From an optimization exercise on the open Yosys and OpenROAD flow, aimed at small area; shortcuts taken in it are not production practice. Function was checked by simulation only, so behaviour that the tests miss may differ from the original. Power is estimated from default activity; no workload was simulated.

File: flow/design.v
`default_nettype none
package datapath_pkg;
    localparam logic [1:0]  c_OP_DP  = 2'b00;
    localparam logic [1:0]  c_OP_MEM = 2'b01;
    localparam logic [1:0]  c_OP_BR  = 2'b10;
    localparam logic [3:0]  c_CMD_AND = 4'b0000;
    localparam logic [3:0]  c_CMD_SUB = 4'b0010;
    localparam logic [3:0]  c_CMD_ADD = 4'b0100;
    localparam logic [3:0]  c_CMD_ORR = 4'b1100;
    localparam logic [3:0]  c_CMD_MOV = 4'b1101;
    localparam logic [31:0] c_RESET_PC = 32'h0000_0000;
    localparam int          c_NUM_REGS = 15;
endpackage
`default_nettype wire
`default_nettype none
module datapath_regfile
(
    input  logic        clk,
    input  logic [14:0] i_we,       
    input  logic [31:0] i_wdata,    
    output logic [479:0] o_q        
);
    for (genvar i = 0; i < datapath_pkg::c_NUM_REGS; i++) begin : g_reg
        logic [31:0] r_q;
        always_ff @(posedge clk) begin
            if (i_we[i]) begin
                r_q <= i_wdata;
            end
        end
        assign o_q[32*i +: 32] = r_q;
    end
endmodule
module datapath_aoi222
(
    input  logic a1, a2, b1, b2, c1, c2,
    output logic y
);
    assign y = ~((a1 & a2) | (b1 & b2) | (c1 & c2));
endmodule
module datapath_aoi22
(
    input  logic a1, a2, b1, b2,
    output logic y
);
    assign y = ~((a1 & a2) | (b1 & b2));
endmodule
module datapath_rmux
#(
    parameter int N   = 16,
    parameter bit INV = 1'b0
)
(
    input  logic [N-1:0] i_sel,
    input  logic [N-1:0] i_d,
    input  logic         i_inv,
    output logic         o_q
);
    localparam int G3 = N / 3;
    localparam int R  = N - 3 * G3;
    localparam int NG = G3 + ((R != 0) ? 1 : 0);
    logic [NG-1:0] w_n;
    for (genvar g = 0; g < G3; g++) begin : g_aoi
        datapath_aoi222 u_aoi (
            .a1(i_sel[3*g]),   .a2(i_d[3*g]),
            .b1(i_sel[3*g+1]), .b2(i_d[3*g+1]),
            .c1(i_sel[3*g+2]), .c2(i_d[3*g+2]),
            .y (w_n[g])
        );
    end
    if (R == 2) begin : g_r2
        datapath_aoi22 u_aoi (
            .a1(i_sel[3*G3]),   .a2(i_d[3*G3]),
            .b1(i_sel[3*G3+1]), .b2(i_d[3*G3+1]),
            .y (w_n[G3])
        );
    end else if (R == 1) begin : g_r1
        assign w_n[G3] = ~(i_sel[3*G3] & i_d[3*G3]);
    end
    if (INV) begin : g_inv
        assign o_q = (~&w_n) ^ i_inv;
    end else begin : g_noinv
        assign o_q = ~&w_n;
    end
endmodule
`default_nettype wire
`default_nettype none
module datapath
#(
    parameter logic [31:0] RESET_PC = datapath_pkg::c_RESET_PC
)
(
    input  logic        clk,
    input  logic        reset,
    input  logic [31:0] instr,
    input  logic [31:0] read_data,
    output logic [31:0] pc,
    output logic [31:0] addr_data,
    output logic [31:0] write_data,
    output logic        we
);
    logic [1:0]  w_op;
    logic        w_imm;
    logic [3:0]  w_cmd;
    logic [3:0]  w_rn;
    logic [3:0]  w_rd;
    logic [3:0]  w_rm;
    logic        w_up;
    logic        w_load;
    assign w_op   = instr[27:26];
    assign w_imm  = instr[25];
    assign w_cmd  = instr[24:21];
    assign w_up   = instr[23];
    assign w_load = instr[20];
    assign w_rn   = instr[19:16];
    assign w_rd   = instr[15:12];
    assign w_rm   = instr[3:0];
    logic w_is_dp, w_is_mem, w_is_br;
    assign w_is_dp  = (w_op == datapath_pkg::c_OP_DP);
    assign w_is_mem = (w_op == datapath_pkg::c_OP_MEM);
    assign w_is_br  = (w_op == datapath_pkg::c_OP_BR);
    logic w_cmd_add, w_cmd_sub, w_cmd_and, w_cmd_orr, w_cmd_mov;
    assign w_cmd_add = (w_cmd == datapath_pkg::c_CMD_ADD);
    assign w_cmd_sub = (w_cmd == datapath_pkg::c_CMD_SUB);
    assign w_cmd_and = (w_cmd == datapath_pkg::c_CMD_AND);
    assign w_cmd_orr = (w_cmd == datapath_pkg::c_CMD_ORR);
    assign w_cmd_mov = (w_cmd == datapath_pkg::c_CMD_MOV);
    logic w_dp_arith, w_dp_logic, w_dp_valid;
    assign w_dp_arith = w_is_dp & (w_cmd_add | w_cmd_sub);
    assign w_dp_logic = w_is_dp & (w_cmd_and | w_cmd_orr);
    assign w_dp_valid = w_is_dp & (w_cmd_add | w_cmd_sub | w_cmd_and | w_cmd_orr | w_cmd_mov);
    logic w_a_en;
    assign w_a_en = w_dp_arith | w_dp_logic | w_is_mem;
    logic w_b_reg_en, w_b_imm_lo_en, w_b_imm_hi_en;
    assign w_b_reg_en    = w_dp_valid & ~w_imm;
    assign w_b_imm_lo_en = (w_dp_valid & w_imm) | w_is_mem;
    assign w_b_imm_hi_en = w_is_mem;
    logic w_sub;
    assign w_sub = (w_is_dp & w_cmd_sub) | (w_is_mem & ~w_up);
    logic w_sub_x, w_is_br_x, w_b_imm_lo_en_x, w_b_imm_hi_en_x;
    datapath_drv #(.W(4)) u_drv_bc (
        .i_n (~{w_sub, w_is_br, w_b_imm_hi_en, w_b_imm_lo_en}),
        .o   ({w_sub_x, w_is_br_x, w_b_imm_hi_en_x, w_b_imm_lo_en_x})
    );
    logic [31:2] r_pc;
    logic [31:3] w_pc_inc;       
    logic [31:0] w_pc_plus8;
    assign w_pc_inc   = r_pc[31:3] + 29'd1;
    assign w_pc_plus8 = {w_pc_inc, r_pc[2], RESET_PC[1:0]};
    logic [15:0] w_dec_rn, w_dec_rd, w_dec_rm;
    always_comb begin
        for (int k = 0; k < 16; k++) begin
            w_dec_rn[k] = (w_rn == 4'(k));
            w_dec_rd[k] = (w_rd == 4'(k));
            w_dec_rm[k] = (w_rm == 4'(k));
        end
    end
    logic [15:0] w_sel_a, w_sel_b, w_sel_d;
    datapath_drv #(.W(16)) u_drv_a (
        .i_n (~{(w_dec_rn[15] & w_a_en) | w_is_br, w_dec_rn[14:0] & {15{w_a_en}}}),
        .o   (w_sel_a)
    );
    datapath_drv #(.W(16)) u_drv_b (.i_n(~(w_dec_rm & {16{w_b_reg_en}})), .o(w_sel_b));
    datapath_drv #(.W(16)) u_drv_d (.i_n(~w_dec_rd), .o(w_sel_d));
    logic        w_reg_wen;
    logic [14:0] w_we;
    logic [31:0] w_wdata;
    logic [479:0] w_regs;
    datapath_regfile u_regfile (
        .clk     (clk),
        .i_we    (w_we),
        .i_wdata (w_wdata),
        .o_q     (w_regs)
    );
    logic [31:0] w_a;
    logic [31:0] w_bx;       
    logic [31:0] w_rd_val;
    for (genvar b = 0; b < 32; b++) begin : g_bit
        logic [15:0] w_col;
        for (genvar k = 0; k < 15; k++) begin : g_col
            assign w_col[k] = w_regs[32*k + b];
        end
        assign w_col[15] = w_pc_plus8[b];
        if (b < 2 && !RESET_PC[b]) begin : g_lo0
            datapath_rmux #(.N(15)) u_ma (.i_sel(w_sel_a[14:0]), .i_d(w_col[14:0]), .i_inv(1'b0), .o_q(w_a[b]));
            datapath_rmux #(.N(15)) u_md (.i_sel(w_sel_d[14:0]), .i_d(w_col[14:0]), .i_inv(1'b0), .o_q(w_rd_val[b]));
        end else begin : g_r15
            datapath_rmux #(.N(16)) u_ma (.i_sel(w_sel_a), .i_d(w_col), .i_inv(1'b0), .o_q(w_a[b]));
            datapath_rmux #(.N(16)) u_md (.i_sel(w_sel_d), .i_d(w_col), .i_inv(1'b0), .o_q(w_rd_val[b]));
        end
        if (b < 2 && !RESET_PC[b]) begin : g_b_lo0
            datapath_rmux #(.N(16), .INV(1'b1)) u_mb (
                .i_sel ({w_b_imm_lo_en_x, w_sel_b[14:0]}),
                .i_d   ({instr[b], w_col[14:0]}),
                .i_inv (w_sub_x),
                .o_q   (w_bx[b])
            );
        end else if (b < 2) begin : g_b_lo
            datapath_rmux #(.N(17), .INV(1'b1)) u_mb (
                .i_sel ({w_b_imm_lo_en_x, w_sel_b}),
                .i_d   ({instr[b], w_col}),
                .i_inv (w_sub_x),
                .o_q   (w_bx[b])
            );
        end else if (b < 12) begin : g_b_mid
            datapath_rmux #(.N(18), .INV(1'b1)) u_mb (
                .i_sel ({w_is_br_x, (b < 8) ? w_b_imm_lo_en_x : w_b_imm_hi_en_x, w_sel_b}),
                .i_d   ({instr[b-2], instr[b], w_col}),
                .i_inv (w_sub_x),
                .o_q   (w_bx[b])
            );
        end else begin : g_b_hi
            datapath_rmux #(.N(17), .INV(1'b1)) u_mb (
                .i_sel ({w_is_br_x, w_sel_b}),
                .i_d   ({instr[(b < 26) ? b-2 : 23], w_col}),
                .i_inv (w_sub_x),
                .o_q   (w_bx[b])
            );
        end
    end
    logic [31:0] w_c, w_g, w_p;
    datapath_adder u_adder (.i_a(w_a), .i_b(w_bx), .i_cin(w_sub), .o_c(w_c), .o_g(w_g), .o_p(w_p));
    logic w_s_c, w_s_g, w_s_p;
    datapath_drv #(.W(3)) u_drv_r (
        .i_n (~{w_dp_logic & ~w_cmd[3], w_dp_logic, ~w_dp_logic}),
        .o   ({w_s_p, w_s_g, w_s_c})
    );
    logic [31:0] w_cx_n;
    logic [31:0] w_result;
    for (genvar b = 0; b < 32; b++) begin : g_res
        datapath_aoi222 u_aoi (
            .a1(w_s_c), .a2(w_c[b]),
            .b1(w_s_g), .b2(w_g[b]),
            .c1(w_s_p), .c2(w_p[b]),
            .y (w_cx_n[b])
        );
    end
    for (genvar b = 0; b < 32; b++) begin : g_sum
        datapath_xnor2 u_x (.a(w_p[b]), .b(w_cx_n[b]), .y(w_result[b]));
    end
    logic [31:0] w_sum;
    assign w_sum = w_result;      
    assign w_reg_wen = w_dp_valid | (w_is_mem & w_load);
    logic w_s_ld, w_s_res;
    datapath_drv #(.W(2)) u_drv_w (
        .i_n (~{~w_is_mem & ~reset, w_is_mem & ~reset}),
        .o   ({w_s_res, w_s_ld})
    );
    for (genvar b = 0; b < 32; b++) begin : g_wd
        datapath_ao22 u_ao (.a1(w_s_ld), .a2(read_data[b]), .b1(w_s_res), .b2(w_result[b]), .y(w_wdata[b]));
    end
    datapath_drv #(.W(15)) u_drv_we (.i_n(~({15{reset}} | (w_dec_rd[14:0] & {15{w_reg_wen}}))), .o(w_we));
    logic w_s_br, w_s_inc, w_s_hold;
    datapath_drv #(.W(3)) u_drv_p (
        .i_n (~{~w_is_br & ~reset & ~r_pc[2], ~w_is_br & ~reset & r_pc[2], w_is_br & ~reset}),
        .o   ({w_s_hold, w_s_inc, w_s_br})
    );
    logic [31:2] w_next_pc_n;
    for (genvar b = 3; b < 32; b++) begin : g_npc
        datapath_aoi222 u_aoi (
            .a1(w_s_br),   .a2(w_sum[b]),
            .b1(w_s_inc),  .b2(w_pc_plus8[b]),
            .c1(w_s_hold), .c2(r_pc[b]),
            .y (w_next_pc_n[b])
        );
    end
    assign w_next_pc_n[2] = ~((w_s_br & w_sum[2]) | (w_s_inc | w_s_hold) & ~r_pc[2]);
    always_ff @(posedge clk) begin
        r_pc <= ~w_next_pc_n | ({30{reset}} & RESET_PC[31:2]);
    end
    assign pc         = {r_pc, RESET_PC[1:0]};
    assign addr_data  = w_result;
    assign write_data = w_rd_val;
    assign we         = w_is_mem & ~w_load & ~reset;
endmodule
module datapath_drv
#(
    parameter int W = 1
)
(
    input  logic [W-1:0] i_n,
    output logic [W-1:0] o
);
    for (genvar k = 0; k < W; k++) begin : g_k
        datapath_inv u_i (.a(i_n[k]), .y(o[k]));
    end
endmodule
module datapath_inv
(
    input  logic a,
    output logic y
);
    assign y = ~a;
endmodule
module datapath_xnor2
(
    input  logic a, b,
    output logic y
);
    assign y = ~(a ^ b);
endmodule
module datapath_ao22
(
    input  logic a1, a2, b1, b2,
    output logic y
);
    assign y = (a1 & a2) | (b1 & b2);
endmodule
module datapath_ha
(
    input  logic a, b,
    output logic g, p
);
    assign g = a & b;
    assign p = a ^ b;
endmodule
module datapath_adder
(
    input  logic [31:0] i_a,
    input  logic [31:0] i_b,
    input  logic        i_cin,
    output logic [31:0] o_c,        
    output logic [31:0] o_g,
    output logic [31:0] o_p
);
    logic [31:0] w_g, w_p;
    for (genvar i = 0; i < 32; i++) begin : g_ha
        datapath_ha u_ha (.a(i_a[i]), .b(i_b[i]), .g(w_g[i]), .p(w_p[i]));
    end
    assign o_g = w_g;
    assign o_p = w_p;
    logic [31:0] w_pg_g, w_pg_p;    
    always_comb begin
        w_pg_g = w_g;
        w_pg_p = w_p;
        w_pg_g[0] = w_g[0] | (w_p[0] & i_cin);
        for (int d = 1; d < 32; d = d * 2) begin
            for (int i = 2 * d - 1; i < 32; i = i + 2 * d) begin
                w_pg_g[i] = w_pg_g[i] | (w_pg_p[i] & w_pg_g[i-d]);
                w_pg_p[i] = w_pg_p[i] & w_pg_p[i-d];
            end
        end
        for (int d = 8; d >= 1; d = d / 2) begin
            for (int i = 3 * d - 1; i < 32; i = i + 2 * d) begin
                w_pg_g[i] = w_pg_g[i] | (w_pg_p[i] & w_pg_g[i-d]);
                w_pg_p[i] = w_pg_p[i] & w_pg_p[i-d];
            end
        end
    end
    assign o_c = {w_pg_g[30:0], i_cin};
endmodule
`default_nettype wire
File: flow/flow/run.sh
#!/bin/bash
# Own layout flow: the standard ORFS flow (standard.sh), with three changes
# to how the layout is made:
#  - after floorplanning, combinational cells that synthesis upsized go back
#    to drive strength 1, and inverters become inv_2, which has the same area
#    (flow/downsize.tcl); placement's repair then resizes or buffers where a
#    net needs it,
#  - the port buffers are buf_1 instead of the default delay-cell buffer,
#  - the clock tree uses clkbuf_8 buffers on clusters of up to 16 sinks and no
#    dummy loads.
# Synthesis, floorplan, tap cells, power grid, placement, routing and
# finishing are otherwise the standard flow's. Each ORFS step writes its own
# log under orfs/logs/; make's own output goes to flow_make.log here.
set -euo pipefail
export POST_FLOORPLAN_TCL="$PWD/flow/downsize.tcl"
export BUFFER_PORTS_ARGS="-buffer_cell sky130_fd_sc_hd__buf_1"
export CTS_ARGS="-sink_clustering_enable -repair_clock_nets -dont_use_dummy_load -buf_list sky130_fd_sc_hd__clkbuf_8 -sink_clustering_size 16 -sink_clustering_max_diameter 100"
bash standard.sh > flow_make.log 2>&1
File: flow/flow/downsize.tcl
# Swap every combinational cell that synthesis gave a drive strength above 1
# for the drive-1 cell of the same function (inverters become inv_2, which has
# the area of inv_1); the placement-stage repair
# resizes or buffers again where a net needs the drive.
set db [ord::get_db]
set n 0
set inv2 [$db findMaster sky130_fd_sc_hd__inv_2]
foreach inst [[ord::get_db_block] getInsts] {
  set m [[$inst getMaster] getName]
  if {![regexp {^(sky130_fd_sc_hd__[a-z0-9]+)_([0-9]+)$} $m -> base drv]} { continue }
  # inv_2 has the area of inv_1 and twice its drive
  if {$base eq "sky130_fd_sc_hd__inv"} {
    if {$drv != 2 && ![catch {replace_cell [$inst getName] sky130_fd_sc_hd__inv_2}]} { incr n }
    continue
  }
  if {$drv <= 1} { continue }
  if {[regexp {df|dl|edf|sdf|conb|tap|fill|decap|clk|diode} $base]} { continue }
  set new "${base}_1"
  if {[$db findMaster $new] == "NULL"} { continue }
  if {[catch {replace_cell [$inst getName] $new}]} { continue }
  incr n
}
puts "downsize hook: swapped $n cells to drive 1"
File: flow/standard.sh
#!/bin/bash
# synth_recipe.tcl (not shown) runs the flow's synth.tcl, then flattens the netlist and writes it again
# the make line also repeats each setting of config.mk as NAME=value (left out here)
make -C /OpenROAD-flow-scripts/flow DESIGN_CONFIG=/design/flow/config.mk WORK_HOME=/design/flow/orfs CLKGATE_MAP_FILE= SYNTH_SCRIPT=/design/flow/synth_recipe.tcl "${@:-finish}"
File: flow/config.mk
export PLATFORM = sky130hd
export DESIGN_NAME = datapath
export DESIGN_NICKNAME = datapath
export VERILOG_FILES = /design/flow/design.v
export SDC_FILE = /design/flow/constraint.sdc
export NUM_CORES = 8
export LEC_CHECK = 0
export CAP_MARGIN = 5
export CORE_MARGIN = 2
export CORE_UTILIZATION = 40
export SLEW_MARGIN = 5
export SYNTH_HIERARCHICAL = 1
File: flow/constraint.sdc
create_clock -name core_clock -period 12.0 [get_ports {clk}]
set_input_delay 2.4000 -clock core_clock [delete_from_list [all_inputs] [get_ports {clk}]]
set_output_delay 2.4000 -clock core_clock [all_outputs]
set_load 0.01 [all_outputs]
==> out/results.ini, run 1 <==
[drt]
drtIter0Drc = 7611
dr.pass1.iters = 17
route.detailed.drc = 0
ant_nets = 0
vias_per_cell = 8.236
wl_per_cell_um = 41.26
finalWirelength_um = 124000
vias = 24740

[pwr]
power_mw = 3.985
ir_worst_vdd_mv = 0.06390
p_leak_nw = 9.489
power_density_nw_per_um2 = 141.7

[setup_path]
critPathSlowestCell = inv_2
critPathMaxStageDelay_ns = 0.78
worstPathRequired_ns = 9.60
arrival_ns = 8.51
cp_common_cell = a21oi_1
cp_cell_sequence = buf_1, mux2i_1, a21oi_1, nor4b_1, nand2_1, inv_2, a222oi_1, and3_1, nand4_1, ha_1, a21oi_1, o21ai_1, a21oi_1, o41ai_2, buf_4, a21oi_1, o21ai_0, a222oi_1, xnor2_1, buf_1
cp-end-kind = output port
start_kind = primary input
critPathBufInv = 4
crit_fanout = 26
critical_path_class = in -> out
critPathTopFamily = compound AO/OA/AOI/OAI gates

[synth]
seq_area_frac_synth_pct = 58.18
synth.distinct_cells = 55
ys_async_sr_fraction_pct = 0
ys.flop_type = edfxtp_1
syn_area_um2 = 25810
synth-seq-cells = 510
avgSynthCellArea_um2 = 13.53
synth_edf_count = 480
syn_inst = 1907
yosys_warnings = 9
synthTopCellsByArea = edfxtp_1 56%, a222oi_1 21%, xnor2_1 2.9%
synth_top_area_share_pct = 55.85
synth_top_area_cell = edfxtp_1

[timing]
report.final.slew_viol_count = 0
worst_pin_slew_ns = 1.433
final.min_clock_period_ns = 10.91
timing.fmax_mhz = 91.68
setup_viol = 0
fin_setup_tns_ns = 0
slew_headroom_pct = 4.359
finalClockSkew_ns = 0.04330
min_period_over_period_pct = 90.89
grt_setup_unrepaired = no
fin_hold_ws_ns = 0.5755
hold_violations = 0

[clock_tree]
clk_pin_slew_ns = 0.10
ctsLongestPathBuffers = 3
postCtsResizedCells = 0
cts_max_level = 2
clk_latency_ns = 0.68
cts_buffers = 37
postCtsHoldBufs = 0
cts_tree = yes
cts.sinks = 510
cts_root_buffer = clkbuf_8
post_cts_buffers = 0

[job]
maxCapViolCount = 0

[global_routing]
overflow = 0
antenna_found_initial = 5
grt_max_degree = 33
grt_pass1_wl_um = 168500
grt_pass1_vias = 23460
grt_util_all_layers_pct = 35.56

[placed_design]
globalplace.congestion = 0.9304
dp.final_hpwl_um = 71010
numPortBuffers = 156

[layout]
fillers = 5862
final_util_pct = 43.86
drive_above_1_share_pct = 10.25
syn_to_final_growth_pct = 8.955
final_net_count = 2247

[floorplan]
die-height_um = 258.0
die-area_um2 = 66570
num_rows = 93
core_um2 = 64120
start_util_pct = 40.25
ioPinCount = 163
die_x_um = 258.0

[outcome]
status = finished clean

[hold_path]
hold_class = reg -> reg

==> synthesized netlist by cell type (2+ instances only) <==
| cell type | count |
|---|---|
| a222oi_1 | 551 |
| edfxtp_1 | 480 |
| nand2_1 | 140 |
| inv_1 | 119 |
| nand4_1 | 106 |
| xnor2_1 | 84 |
| and3_1 | 70 |
| ha_1 | 33 |
| nand3_1 | 33 |
| a22o_1 | 32 |
| a21oi_1 | 30 |
| dfxtp_1 | 30 |
| nor2_2 | 30 |
| a22oi_2 | 20 |
| nor2_1 | 20 |
| o21ai_0 | 15 |
| a21o_1 | 14 |
| nor2b_1 | 12 |
| clkbuf_1 | 11 |
| xor2_1 | 8 |
| a31oi_1 | 6 |
| and4_1 | 5 |
| buf_4 | 4 |
| nand2b_1 | 4 |
| nor3_1 | 4 |
| or2_2 | 4 |
| nor4_1 | 3 |
| or3_1 | 3 |
| a211oi_1 | 2 |
| a211oi_2 | 2 |
| a21o_2 | 2 |
| a31o_2 | 2 |
| and2_1 | 2 |
| nor4_4 | 2 |
| nor4b_1 | 2 |
| o21a_1 | 2 |
| o21bai_1 | 2 |
==> power breakdown <==
group | leakage, nW | internal (mW) | switching [mW]
clock | 0.266 | 0.278 | 0.575
sequential | 5.17 | 2.23 | 0.173
combinational | 4.05 | 0.201 | 0.522
==> cell usage in the layout (no fill, tap or decap), types with 31 or more instances in the layout <==
master    instances
buf_4            60
inv_2           120
and3_1           70
nand4_1         107
buf_1           156
nor2_1           50
xnor2_1          84
a22o_1           32
edfxtp_1        480
clkbuf_8         37
a222oi_1        551
nand3_1          34
nand2_1         140
a21oi_1          31
ha_1             33
==> modules after synthesis, one instance, submodules excluded, excerpt <==
module            copies in the design  cells  area, um^2  flops+latches
datapath_regfile                     1    480       14410            480
datapath                             1    270        1938             30
datapath_adder                       1     99       615.6              0
datapath_aoi22                      20      1       12.51              0
datapath_ha                         32      1       12.51              0
datapath_aoi222                    551      1       10.01              0
datapath_ao22                       32      1       8.758              0
datapath_xnor2                      32      1       8.758              0
datapath_inv                        75      1       3.754              0
==> flip-flops by register name, summed over array words and instances, names as in the netlist <==
| name | count |
|---|---|
| u_regfile.g.r_q | 480 |
| r_pc | 30 |
==> worst reg2reg max path, cell delays in order (launching register included) <==
cell and delay, ns:
dfxtp_1 0.55, ha_1 0.26, nand3_1 0.32, nor4_2 0.32, buf_4 0.34, nand2_1 0.12
xnor2_1 0.56, a22oi_1 0.19, nand4_1 0.13, nor2_1 0.07, xnor2_1 0.12, ha_1 0.38
a21oi_1 0.16, o21ai_0 0.16, a221oi_1 0.38, o21ai_0 0.13, a41o_1 0.33, a31o_1 0.27
a222oi_1 0.35, xnor2_1 0.25, a22o_1 0.49
==> area by class of cell <==
| class | instances | area (um^2) | share of cell area (%) |
|---|---|---|---|
| Multi-Input combinational cell | 1263 | 10030 | 35.67 |
| Antenna cell | 3 | 7.507 | 0.02670 |
| Sequential cell | 510 | 15010 | 53.40 |
| Tap cell | 855 | 1070 | 3.805 |
| Inverter | 120 | 450.4 | 1.602 |
| Clock buffer | 37 | 509.2 | 1.811 |
| Timing Repair Buffer | 216 | 1036 | 3.684 |
==> metrics by stage <==
stage	area (um^2)	cells	setup WS [ns]
6_report	28120	3004	1.093
5_1_grt	28120	3003	0.7598
4_1_cts	28110	3001	1.496
3_5_place_dp	27600	2964	1.532
3_3_place_gp	27600	2964	1.700
2_1_floorplan	25810	1908	3.001
==> worst paths after layout <==
check | startpoint | to | slack (ns) | depth (start not counted)
max | instr[23] | addr_data[28] | 1.09 | 20
min | r_pc[19]$_DFF_P_ | r_pc[19]$_DFF_P_ | 0.58 | 2
max reg2reg | r_pc[3]$_DFF_P_ | u_regfile.g_reg[0].r_q[31]$_DFFE_PP_ | 5.85 | 20
min reg2reg | r_pc[19]$_DFF_P_ | r_pc[19]$_DFF_P_ | 0.58 | 2
==> cell families after synthesis <==
| family | Yosys count | synth area share [%] |
|---|---|---|
| AO/OA/AOI/OAI | 689 | 25.67 |
| XOR/XNOR | 92 | 3.122 |
| adder cells (fa/ha/maj) | 33 | 1.600 |
| buffers and inverters | 135 | 2.022 |
| flip-flops | 510 | 58.18 |
| multiplexers | 1 | 0.03879 |
| other | 1 | 0.01453 |
| AND/OR/NAND/NOR | 446 | 9.357 |
==> layer usage <==
metal	GRT usage, %	wire length [um]	vias to the layer above
met5	0	10	-
met2	53.02	51900	2751
li1	-	-	9385
met1	44.04	40330	11910
met3	12.17	21870	695
met4	23.06	9846	2
==> run 2: changes to the inputs <==
--- a/flow/design.v
+++ b/flow/design.v
@@ -18,3 +18,3 @@
     input  logic        clk,
-    input  logic [14:0] i_we,       
+    input  logic [1:0][14:0] i_we,  
     input  logic [31:0] i_wdata,    
@@ -25,4 +25,9 @@
         always_ff @(posedge clk) begin
-            if (i_we[i]) begin
-                r_q <= i_wdata;
+            if (i_we[0][i]) begin
+                r_q[15:0] <= i_wdata[15:0];
+            end
+        end
+        always_ff @(posedge clk) begin
+            if (i_we[1][i]) begin
+                r_q[31:16] <= i_wdata[31:16];
             end
@@ -138,7 +143,4 @@
     assign w_sub = (w_is_dp & w_cmd_sub) | (w_is_mem & ~w_up);
-    logic w_sub_x, w_is_br_x, w_b_imm_lo_en_x, w_b_imm_hi_en_x;
-    datapath_drv #(.W(4)) u_drv_bc (
-        .i_n (~{w_sub, w_is_br, w_b_imm_hi_en, w_b_imm_lo_en}),
-        .o   ({w_sub_x, w_is_br_x, w_b_imm_hi_en_x, w_b_imm_lo_en_x})
-    );
+    logic [1:0][3:0] w_bctl;     
+    datapath_split #(.W(4)) u_sp_b (.i_n(~{w_sub, w_is_br, w_b_imm_hi_en, w_b_imm_lo_en}), .o(w_bctl));
     logic [31:2] r_pc;
@@ -156,11 +158,16 @@
     end
-    logic [15:0] w_sel_a, w_sel_b, w_sel_d;
-    datapath_drv #(.W(16)) u_drv_a (
-        .i_n (~{(w_dec_rn[15] & w_a_en) | w_is_br, w_dec_rn[14:0] & {15{w_a_en}}}),
-        .o   (w_sel_a)
-    );
-    datapath_drv #(.W(16)) u_drv_b (.i_n(~(w_dec_rm & {16{w_b_reg_en}})), .o(w_sel_b));
-    datapath_drv #(.W(16)) u_drv_d (.i_n(~w_dec_rd), .o(w_sel_d));
+    logic [15:0] w_sel_a_n, w_sel_b_n, w_sel_d_n;
+    assign w_sel_a_n = ~{(w_dec_rn[15] & w_a_en) | w_is_br, w_dec_rn[14:0] & {15{w_a_en}}};
+    assign w_sel_b_n = ~(w_dec_rm & {16{w_b_reg_en}});
+    assign w_sel_d_n = ~w_dec_rd;
+    logic [1:0][15:0] w_sel_a, w_sel_b, w_sel_d;
+    for (genvar h = 0; h < 2; h++) begin : g_seldrv
+        for (genvar k = 0; k < 16; k++) begin : g_k
+            datapath_inv u_ia (.a(w_sel_a_n[k]), .y(w_sel_a[h][k]));
+            datapath_inv u_ib (.a(w_sel_b_n[k]), .y(w_sel_b[h][k]));
+            datapath_inv u_id (.a(w_sel_d_n[k]), .y(w_sel_d[h][k]));
+        end
+    end
     logic        w_reg_wen;
-    logic [14:0] w_we;
+    logic [1:0][14:0] w_we;    
     logic [31:0] w_wdata;
@@ -183,7 +190,7 @@
         if (b < 2 && !RESET_PC[b]) begin : g_lo0
-            datapath_rmux #(.N(15)) u_ma (.i_sel(w_sel_a[14:0]), .i_d(w_col[14:0]), .i_inv(1'b0), .o_q(w_a[b]));
-            datapath_rmux #(.N(15)) u_md (.i_sel(w_sel_d[14:0]), .i_d(w_col[14:0]), .i_inv(1'b0), .o_q(w_rd_val[b]));
+            datapath_rmux #(.N(15)) u_ma (.i_sel(w_sel_a[b/16][14:0]), .i_d(w_col[14:0]), .i_inv(1'b0), .o_q(w_a[b]));
+            datapath_rmux #(.N(15)) u_md (.i_sel(w_sel_d[b/16][14:0]), .i_d(w_col[14:0]), .i_inv(1'b0), .o_q(w_rd_val[b]));
         end else begin : g_r15
-            datapath_rmux #(.N(16)) u_ma (.i_sel(w_sel_a), .i_d(w_col), .i_inv(1'b0), .o_q(w_a[b]));
-            datapath_rmux #(.N(16)) u_md (.i_sel(w_sel_d), .i_d(w_col), .i_inv(1'b0), .o_q(w_rd_val[b]));
+            datapath_rmux #(.N(16)) u_ma (.i_sel(w_sel_a[b/16]), .i_d(w_col), .i_inv(1'b0), .o_q(w_a[b]));
+            datapath_rmux #(.N(16)) u_md (.i_sel(w_sel_d[b/16]), .i_d(w_col), .i_inv(1'b0), .o_q(w_rd_val[b]));
         end
@@ -191,5 +198,5 @@
             datapath_rmux #(.N(16), .INV(1'b1)) u_mb (
-                .i_sel ({w_b_imm_lo_en_x, w_sel_b[14:0]}),
+                .i_sel ({w_bctl[b/16][0], w_sel_b[b/16][14:0]}),
                 .i_d   ({instr[b], w_col[14:0]}),
-                .i_inv (w_sub_x),
+                .i_inv (w_bctl[b/16][3]),
                 .o_q   (w_bx[b])
@@ -198,5 +205,5 @@
             datapath_rmux #(.N(17), .INV(1'b1)) u_mb (
-                .i_sel ({w_b_imm_lo_en_x, w_sel_b}),
+                .i_sel ({w_bctl[b/16][0], w_sel_b[b/16]}),
                 .i_d   ({instr[b], w_col}),
-                .i_inv (w_sub_x),
+                .i_inv (w_bctl[b/16][3]),
                 .o_q   (w_bx[b])
@@ -205,5 +212,5 @@
             datapath_rmux #(.N(18), .INV(1'b1)) u_mb (
-                .i_sel ({w_is_br_x, (b < 8) ? w_b_imm_lo_en_x : w_b_imm_hi_en_x, w_sel_b}),
+                .i_sel ({w_bctl[b/16][2], (b < 8) ? w_bctl[b/16][0] : w_bctl[b/16][1], w_sel_b[b/16]}),
                 .i_d   ({instr[b-2], instr[b], w_col}),
-                .i_inv (w_sub_x),
+                .i_inv (w_bctl[b/16][3]),
                 .o_q   (w_bx[b])
@@ -212,5 +219,5 @@
             datapath_rmux #(.N(17), .INV(1'b1)) u_mb (
-                .i_sel ({w_is_br_x, w_sel_b}),
+                .i_sel ({w_bctl[b/16][2], w_sel_b[b/16]}),
                 .i_d   ({instr[(b < 26) ? b-2 : 23], w_col}),
-                .i_inv (w_sub_x),
+                .i_inv (w_bctl[b/16][3]),
                 .o_q   (w_bx[b])
@@ -222,6 +229,7 @@
     logic w_s_c, w_s_g, w_s_p;
-    datapath_drv #(.W(3)) u_drv_r (
-        .i_n (~{w_dp_logic & ~w_cmd[3], w_dp_logic, ~w_dp_logic}),
-        .o   ({w_s_p, w_s_g, w_s_c})
-    );
+    assign w_s_c = ~w_dp_logic;
+    assign w_s_g = w_dp_logic;
+    assign w_s_p = w_dp_logic & ~w_cmd[3];
+    logic [1:0][2:0] w_rctl;     
+    datapath_split #(.W(3)) u_sp_r (.i_n(~{w_s_p, w_s_g, w_s_c}), .o(w_rctl));
     logic [31:0] w_cx_n;
@@ -230,5 +238,5 @@
         datapath_aoi222 u_aoi (
-            .a1(w_s_c), .a2(w_c[b]),
-            .b1(w_s_g), .b2(w_g[b]),
-            .c1(w_s_p), .c2(w_p[b]),
+            .a1(w_rctl[b/16][0]), .a2(w_c[b]),
+            .b1(w_rctl[b/16][1]), .b2(w_g[b]),
+            .c1(w_rctl[b/16][2]), .c2(w_p[b]),
             .y (w_cx_n[b])
@@ -243,15 +251,22 @@
     logic w_s_ld, w_s_res;
-    datapath_drv #(.W(2)) u_drv_w (
-        .i_n (~{~w_is_mem & ~reset, w_is_mem & ~reset}),
-        .o   ({w_s_res, w_s_ld})
-    );
+    assign w_s_ld  = w_is_mem & ~reset;
+    assign w_s_res = ~w_is_mem & ~reset;
+    logic [1:0][1:0] w_wctl;     
+    datapath_split #(.W(2)) u_sp_w (.i_n(~{w_s_res, w_s_ld}), .o(w_wctl));
     for (genvar b = 0; b < 32; b++) begin : g_wd
-        datapath_ao22 u_ao (.a1(w_s_ld), .a2(read_data[b]), .b1(w_s_res), .b2(w_result[b]), .y(w_wdata[b]));
+        datapath_ao22 u_ao (.a1(w_wctl[b/16][0]), .a2(read_data[b]), .b1(w_wctl[b/16][1]), .b2(w_result[b]), .y(w_wdata[b]));
+    end
+    logic [14:0] w_we_n;
+    assign w_we_n = ~({15{reset}} | (w_dec_rd[14:0] & {15{w_reg_wen}}));
+    for (genvar h = 0; h < 2; h++) begin : g_wedrv
+        for (genvar k = 0; k < 15; k++) begin : g_k
+            datapath_inv u_iw (.a(w_we_n[k]), .y(w_we[h][k]));
+        end
     end
-    datapath_drv #(.W(15)) u_drv_we (.i_n(~({15{reset}} | (w_dec_rd[14:0] & {15{w_reg_wen}}))), .o(w_we));
     logic w_s_br, w_s_inc, w_s_hold;
-    datapath_drv #(.W(3)) u_drv_p (
-        .i_n (~{~w_is_br & ~reset & ~r_pc[2], ~w_is_br & ~reset & r_pc[2], w_is_br & ~reset}),
-        .o   ({w_s_hold, w_s_inc, w_s_br})
-    );
+    assign w_s_br   = w_is_br & ~reset;
+    assign w_s_inc  = ~w_is_br & ~reset & r_pc[2];
+    assign w_s_hold = ~w_is_br & ~reset & ~r_pc[2];
+    logic [1:0][2:0] w_pctl;     
+    datapath_split #(.W(3)) u_sp_p (.i_n(~{w_s_hold, w_s_inc, w_s_br}), .o(w_pctl));
     logic [31:2] w_next_pc_n;
@@ -259,5 +274,5 @@
         datapath_aoi222 u_aoi (
-            .a1(w_s_br),   .a2(w_sum[b]),
-            .b1(w_s_inc),  .b2(w_pc_plus8[b]),
-            .c1(w_s_hold), .c2(r_pc[b]),
+            .a1(w_pctl[b/16][0]), .a2(w_sum[b]),
+            .b1(w_pctl[b/16][1]), .b2(w_pc_plus8[b]),
+            .c1(w_pctl[b/16][2]), .c2(r_pc[b]),
             .y (w_next_pc_n[b])
@@ -274,3 +289,3 @@
 endmodule
-module datapath_drv
+module datapath_split
 #(
@@ -279,7 +294,9 @@
 (
-    input  logic [W-1:0] i_n,
-    output logic [W-1:0] o
+    input  logic [W-1:0]      i_n,      
+    output logic [1:0][W-1:0] o         
 );
-    for (genvar k = 0; k < W; k++) begin : g_k
-        datapath_inv u_i (.a(i_n[k]), .y(o[k]));
+    for (genvar h = 0; h < 2; h++) begin : g_h
+        for (genvar k = 0; k < W; k++) begin : g_k
+            datapath_inv u_i (.a(i_n[k]), .y(o[h][k]));
+        end
     end
==> flow/flow/run.sh (replaced) <==
#!/bin/bash
# Own layout flow: the standard ORFS flow (standard.sh), with three changes
# to how the layout is made:
#  - after floorplanning, combinational cells that synthesis upsized go back
#    to drive strength 1 (flow/downsize.tcl); placement's repair then resizes
#    or buffers where a net needs it,
#  - the port buffers are buf_1 instead of the default delay-cell buffer,
#  - the clock tree uses clkbuf_4 buffers on small sink clusters and no
#    dummy loads.
# Synthesis, floorplan, tap cells, power grid, placement, routing and
# finishing are otherwise the standard flow's. Each ORFS step writes its own
# log under orfs/logs/; make's own output goes to flow_make.log here.
set -euo pipefail
export POST_FLOORPLAN_TCL="$PWD/flow/downsize.tcl"
export BUFFER_PORTS_ARGS="-buffer_cell sky130_fd_sc_hd__buf_1"
export CTS_ARGS="-sink_clustering_enable -repair_clock_nets -dont_use_dummy_load -buf_list sky130_fd_sc_hd__clkbuf_4 -sink_clustering_size 8 -sink_clustering_max_diameter 50"
bash standard.sh > flow_make.log 2>&1
==> flow/flow/downsize.tcl (replaced) <==
# Swap every combinational cell that synthesis gave a drive strength above 1
# for the drive-1 cell of the same function; the placement-stage repair
# resizes or buffers again where a net needs the drive.
set db [ord::get_db]
set n 0
foreach inst [[ord::get_db_block] getInsts] {
  set m [[$inst getMaster] getName]
  if {![regexp {^(sky130_fd_sc_hd__[a-z0-9]+)_([0-9]+)$} $m -> base drv]} { continue }
  if {$drv <= 1} { continue }
  if {[regexp {df|dl|edf|sdf|conb|tap|fill|decap|clk|diode} $base]} { continue }
  set new "${base}_1"
  if {[$db findMaster $new] == "NULL"} { continue }
  if {[catch {replace_cell [$inst getName] $new}]} { continue }
  incr n
}
puts "downsize hook: swapped $n cells to drive 1"
==> run 2 against run 1 <==
Effect of this change:
- area after synthesis increased by 1.2%
- worst hold slack worse by 0.020 ns
- first-iteration DRC count fell by 3.5%
- maximum frequency down 4.0%
- synthesized cell count is 4.0% higher
- combinational power rose by 2%
- clock-buffer cell count grew 41
- register-to-register slack got worse by 0.10 ns
- still clean on timing, DRC and antenna
- clock power grew 4.9%
==> out/results.ini, run 2 <==
[outcome]
status = finished clean

[hold_path]
hold_class = reg -> reg
hold_depth = 2  ; unchanged

[drt]
route.detailed.drc = 0  ; unchanged
wl_per_cell_um = 37.38  ; -9.4%
vias_per_cell = 7.801  ; -5.3%
ant_nets = 0  ; unchanged
dr.pass1.iters = 15  ; -2
vias = 24220  ; -2.1%
finalWirelength_um = 116000  ; -6.4%
drtIter0Drc = 7345  ; -3.5%

[clock_tree]
cts_buffers = 78  ; +110%
cts_max_level = 3  ; +1
postCtsResizedCells = 0  ; unchanged
cts_root_buffer = clkbuf_4
ctsLongestPathBuffers = 3  ; unchanged
cts.sinks = 510  ; unchanged
postCtsHoldBufs = 0  ; unchanged
clk_latency_ns = 0.85  ; +0.17 ns
post_cts_buffers = 0  ; unchanged
clk_pin_slew_ns = 0.07  ; -0.03 ns
cts_tree = yes

[layout]
largest_register_ffs = 480  ; unchanged
largest_registers = u_regfile.g.r_q (480), r_pc (30)
syn_to_final_growth_pct = 8.453
top_register = u_regfile.g.r_q
mostFrequentLayoutCell = a222oi_1
drive_above_1_share_pct = 5.179  ; -5.1 points
fillers = 6014  ; +2.6%
layout_common_cells = 551 x a222oi_1, 480 x edfxtp_1, 196 x inv_1
final_net_count = 2341  ; +4.2%

[synth]
avgSynthCellArea_um2 = 13.16  ; -2.8%
yosys_warnings = 9  ; unchanged
syn_inst = 1984  ; +4.0%
syn_area_um2 = 26110  ; +1.2%

[timing]
setup_viol = 0  ; unchanged
setup_ws_ns = 0.6339  ; -0.4589 ns
worst_pin_slew_ns = 1.378  ; -0.05435 ns
grt_setup_unrepaired = no
hold_violations = 0  ; unchanged
timing.fmax_mhz = 87.98  ; -4.0%
slew_headroom_pct = 8.121  ; +3.8 points
final.min_clock_period_ns = 11.37  ; +0.4589 ns
report.final.slew_viol_count = 0  ; unchanged
min_period_over_period_pct = 94.72  ; +3.8 points
finalClockSkew_ns = 0.06224  ; +0.01894 ns
fin_setup_tns_ns = 0  ; unchanged

[floorplan]
die_x_um = 259.5  ; +0.58%
ioPinCount = 163  ; unchanged
core_um2 = 64460  ; +0.54%
start_util_pct = 40.50  ; +0.25 points
die-area_um2 = 67340  ; +1.2%
die-height_um = 259.5  ; +0.58%
num_rows = 93  ; unchanged

[setup_path]
cp-endpoint = addr_data[30]
arrival_ns = 8.97  ; +0.46 ns
start_kind = primary input
worstPathRequired_ns = 9.60  ; about the same
ff2ff_setup_slack_ns = 5.75  ; -0.10 ns
cp-end-kind = output port
crit_start = instr[23]
rr_endpoint = u_regfile.g_reg[11].r_q[30]$_DFFE_PP_
crit_fanout = 16  ; -38%
r2r_start = r_pc[7]$_DFF_P_
critical_path_class = in -> out
r2r_cells = 20  ; unchanged

[pwr]
ir_worst_vdd_mv = 0.04704  ; -26%
power_density_nw_per_um2 = 142.2  ; +0.31%
p_leak_nw = 10.35  ; +9.1%

[placed_design]
dp.final_hpwl_um = 79880  ; +12%
numPortBuffers = 156  ; unchanged
dp_slack_ns = 1.197  ; -0.3345 ns
globalplace.congestion = 0.9849  ; +5.9%

[global_routing]
grt_pass1_vias = 21810  ; -7.0%
antenna_found_initial = 13  ; +8
overflow = 0  ; unchanged
grt_pass1_wl_um = 159000  ; -5.6%
grt_max_degree = 21  ; -36%
grt_util_all_layers_pct = 32.99  ; -2.6 points

[job]
maxCapViolCount = 0  ; unchanged

==> run 2: changes by cell type in the layout (fill, tap and decap cells not counted), sizes merged, moves of 2 or more <==
cell,before,now
buf,216,191
nor4,5,9
inv,120,196
nand2,140,138
and4,6,4
nand4,107,109
clkbuf,37,78
xnor2,84,81
diode,3,9
xor2,8,11
==> run 2: where the power goes <==
part	total (mW)	switching, mW	internal, mW
clock	0.896	0.598	0.298
sequential	2.39	0.163	2.23
combinational	0.736	0.531	0.205
==> run 2: how the worst min path moves through the flow <==
stage                     startpoint               end  slack (ns)
floorplan           r_pc[31]$_DFF_P_  r_pc[31]$_DFF_P_        0.57
global placement    r_pc[14]$_DFF_P_  r_pc[14]$_DFF_P_        0.53
finish              r_pc[31]$_DFF_P_  r_pc[31]$_DFF_P_        0.56
global route        r_pc[31]$_DFF_P_  r_pc[31]$_DFF_P_        0.59
CTS                 r_pc[31]$_DFF_P_  r_pc[31]$_DFF_P_        0.55
detailed placement  r_pc[31]$_DFF_P_  r_pc[31]$_DFF_P_        0.53
==> run 2: layer usage <==
metal	wire, um	up-vias	track usage, %	share of wire (%)
li1	-	9618	-	-
met1	42180	11920	45.10	36
met2	47600	2384	46.64	41
met3	22390	275	15.07	19
met4	3645	16	9.499	3.1
met5	225	-	1.496	0.19
==> run 2: final cells by class <==
cell class / count / area [um^2] / share of cell area [%]
Inverter: 196 / 735.7 / 2.598
Timing Repair Buffer: 191 / 848.3 / 2.996
Clock buffer: 78 / 585.6 / 2.068
Antenna cell: 9 / 22.52 / 0.07953
Multi-Input combinational cell: 1265 / 10040 / 35.46
Tap cell: 855 / 1070 / 3.778
Sequential cell: 510 / 15010 / 53.02
==> run 2: through the flow <==
stage	instances	power, mW	area (um^2)	hold slack, ns	utilization [%]
3_5_place_dp	3017	3.123	27710	0.5315	42.98
5_1_grt	3100	4.143	28310	0.5885	43.91
2_1_floorplan	1985	2.771	26110	0.5677	-
6_report	3104	4.026	28320	0.5553	43.93
4_1_cts	3095	3.992	28290	0.5511	43.89
3_3_place_gp	3017	3.094	27710	0.5261	42.98
==> run 2: critical path, cell delays in order <==
cell      delay [ns]
buf_1           0.19
mux2i_1         0.50
a21oi_1         0.21
nor4b_1         0.98
nand3_1         0.25
inv_1           0.69
a222oi_1        0.21
and3_1          0.33
nand4_1         0.19
ha_1            0.33
a21oi_1         0.17
o21ai_0         0.19
a221oi_1        0.38
o41ai_2         0.16
buf_4           0.20
a41o_1          0.29
a21o_1          0.20
a222oi_1        0.35
xnor2_1         0.33
buf_4           0.24
buf_1           0.16

[what the ideal ports hide]
How much do the figures lean on ideal ports? The routed layouts below were timed once more, with nothing changed but the port constraints. Step 1 sets driving cells, clkbuf_16 on the clock port and buf_2 on the other inputs (assumed; they add their load-dependent delay and slew). Step 2 times the ports against the registers' clock, not the clock port: input delays grow and output delays shrink by t, the midpoint of the rising clock arrivals with the driver on. Slacks: ideal ports / drivers / drivers and shift; pairs: ideal ports / drivers.
| run | shift t [ns] | slack for setup (ns) | worst setup path after step 2 | worst slew at a driven data input, ns |
|---|---|---|---|---|
| run 1 | 0.718 | 1.093 / 1.066 / 1.066 | input to output | 0.12 |
| run 2 | 0.880 | 0.634 / 0.609 / 0.609 | input to output | 0.16 |
After both steps setup and hold are still met in every run listed. The setup slack of run 1, which loses most, moves by -0.027 ns with the drivers and by -0.027 ns with both steps.
